What follows belongs to an exercise in optimizing a design on an open flow for small area; a production flow would make more cautious choices.
Only simulation tests tie the RTL to the original design; equivalence was not proved.
Power figures rest on the tool's default switching activity, not on a simulated workload.

==> inputs of 11-06 <==
Design matrix_ctrl, start of the top module:
module matrix_ctrl (
    input  logic            clk,
    input  logic            rstn,
    input  mcu_pkg::inst_t  inst,
    input  logic            inst_valid,
    input  mcu_pkg::data_t  mem_rd_data_0,
    input  mcu_pkg::data_t  mem_rd_data_1,
    input  mcu_pkg::data_t  mem_rd_data_2,
    input  mcu_pkg::data_t  mem_rd_data_3,
    output mcu_pkg::addr_t  mem_addr_0,
    output mcu_pkg::addr_t  mem_addr_1,
    output mcu_pkg::addr_t  mem_addr_2,
    output mcu_pkg::addr_t  mem_addr_3,
    output logic            mem_wr_en_0,
    output logic            mem_wr_en_1,
    output logic            mem_wr_en_2,
    output logic            mem_wr_en_3,
    output mcu_pkg::data_t  a_data,
    output mcu_pkg::data_t  b_data,
    output mcu_pkg::data_t  c_data,
    output logic            macs_en,
    output logic            macs_signal,
    output logic            finish
);
==> flow/config.mk <==
export PLATFORM = sky130hd
export DESIGN_NAME = matrix_ctrl
export DESIGN_NICKNAME = matrix_ctrl
export VERILOG_FILES = /design/flow/design.v
export SDC_FILE = /design/flow/constraint.sdc
export NUM_CORES = 4
export LEC_CHECK = 0
export CAP_MARGIN = 0
export CELL_PAD_IN_SITES_DETAIL_PLACEMENT = 1
export CELL_PAD_IN_SITES_GLOBAL_PLACEMENT = 1
export CORE_AREA = 22 22 178 178
export CTS_BUF_LIST = sky130_fd_sc_hd__clkbuf_8 sky130_fd_sc_hd__clkbuf_16
export DIE_AREA = 0 0 200 200
export PLACE_DENSITY = 0.5
export SETUP_SLACK_MARGIN = 0
export SLEW_MARGIN = 0
export SYNTH_HIERARCHICAL = 1
==> flow/constraint.sdc <==
create_clock -name core_clock -period 3.5 [get_ports {clk}]
set_input_delay 0.7000 -clock core_clock [delete_from_list [all_inputs] [get_ports {clk}]]
set_output_delay 0.7000 -clock core_clock [all_outputs]
set_load 0.01 [all_outputs]
standard.sh (not shown) runs the stock make flow with config.mk's settings and CLKGATE_MAP_FILE= SYNTH_SCRIPT=/design/flow/synth_recipe.tcl, a recipe that flattens the netlist after the stock synthesis.
==> flow/flow/run.sh <==
#!/bin/bash
# Standard ORFS layout with two changes: buf_1 as the port buffer cell, and
# clock tree synthesis without dummy loads.
set -o pipefail
export BUFFER_PORTS_ARGS="-buffer_cell sky130_fd_sc_hd__buf_1"
export CTS_ARGS="-sink_clustering_enable -repair_clock_nets -buf_list sky130_fd_sc_hd__clkbuf_8 -dont_use_dummy_load"
bash standard.sh > standard.log 2>&1
==> 04-13: changes against 11-06 <==
==> flow/flow/run.sh (replaced) <==
#!/bin/bash
# Standard ORFS layout with two changes: buf_1 as the port buffer cell, and
# clock tree synthesis without dummy loads.
set -o pipefail
export BUFFER_PORTS_ARGS="-buffer_cell sky130_fd_sc_hd__buf_1"
export CTS_ARGS="-sink_clustering_enable -repair_clock_nets -buf_list {sky130_fd_sc_hd__clkbuf_8 sky130_fd_sc_hd__clkbuf_16} -dont_use_dummy_load"
bash standard.sh > standard.log 2>&1
--- a/flow/config.mk
+++ b/flow/config.mk
@@ -10,3 +10,3 @@
 export CELL_PAD_IN_SITES_GLOBAL_PLACEMENT = 1
-export CORE_AREA = 22 22 178 178
+export CORE_AREA = 25 25 175 175
 export CTS_BUF_LIST = sky130_fd_sc_hd__clkbuf_8 sky130_fd_sc_hd__clkbuf_16
==> comparison <==
Cell count: 04-13 is smaller than 11-06 (2.0%). Of 11-06 and 04-13, 04-13 has the higher clock power (gap 30%, measured against 04-13). Global-route usage: 11-06 is lower than 04-13 (0.33 points). Register-to-register slack: 04-13 is worse than 11-06 (0.02 ns). In critical path depth, 11-06 and 04-13 do not differ. In die area, 04-13 and 11-06 do not differ.
==> figures <==
| metric | 04-13 | 11-06 |
|---|---|---|
| Outcome | no timing/DRC/antenna violations | no timing/DRC/antenna violations |
| Ratio of cells with drive above 1 in the final layout | 4.90% | 6.23% |
| Slack of the critical path | 0.0778 ns | 0.101 ns |
| Num tapcells | 280 | 319 |
| Area taken by multi-input logic gates | 0.00572 sq mm | 0.00578 sq mm |
| Worst vdd rail ir drop | 0.300 mV | 0.305 mV |
| Aggregate global-route resource usage | 28.6% | 28.3% |
| Initial cell density of the core | 40.6% | 37.7% |
| Shortest period the worst path allows | 3.42 ns | 3.40 ns |
| Worst-Margin Slew | 0.856 ns | 0.726 ns |
| Tot Pwr | 0.00680 W | 0.00659 W |
| Power in combinational cells | 0.00383 W | 0.00387 W |
| Post-route cell area | 0.0110 sq mm | 0.0111 sq mm |

re-timing with driven ports:
In the flow no input, the clock included, has a driving cell. The finished layouts below were timed again as built, in two steps. Step 1, drivers: a clkbuf_16 drives clk and a buf_2 each remaining input, both assumed. Step 2 times the ports against the registers' clock, not the clock port: input delays grow and output delays shrink by t, the midpoint of the rising clock arrivals with the driver on. a / b / c = ideal / step 1 / step 2; a / b = the first two.
run | shift t [ns] | setup WS [ns] | worst setup path after step 2 | worst register clock-pin slew, ns | worst data-port slew with drivers (ns)
11-06 | 0.411 | 0.101 / 0.101 / 0.101 | register to register | 0.10 / 0.10 | 0.14
04-13 | 0.398 | 0.078 / 0.078 / 0.078 | register to register | 0.07 / 0.07 | 0.13
After both steps setup and hold are still met in every run listed.
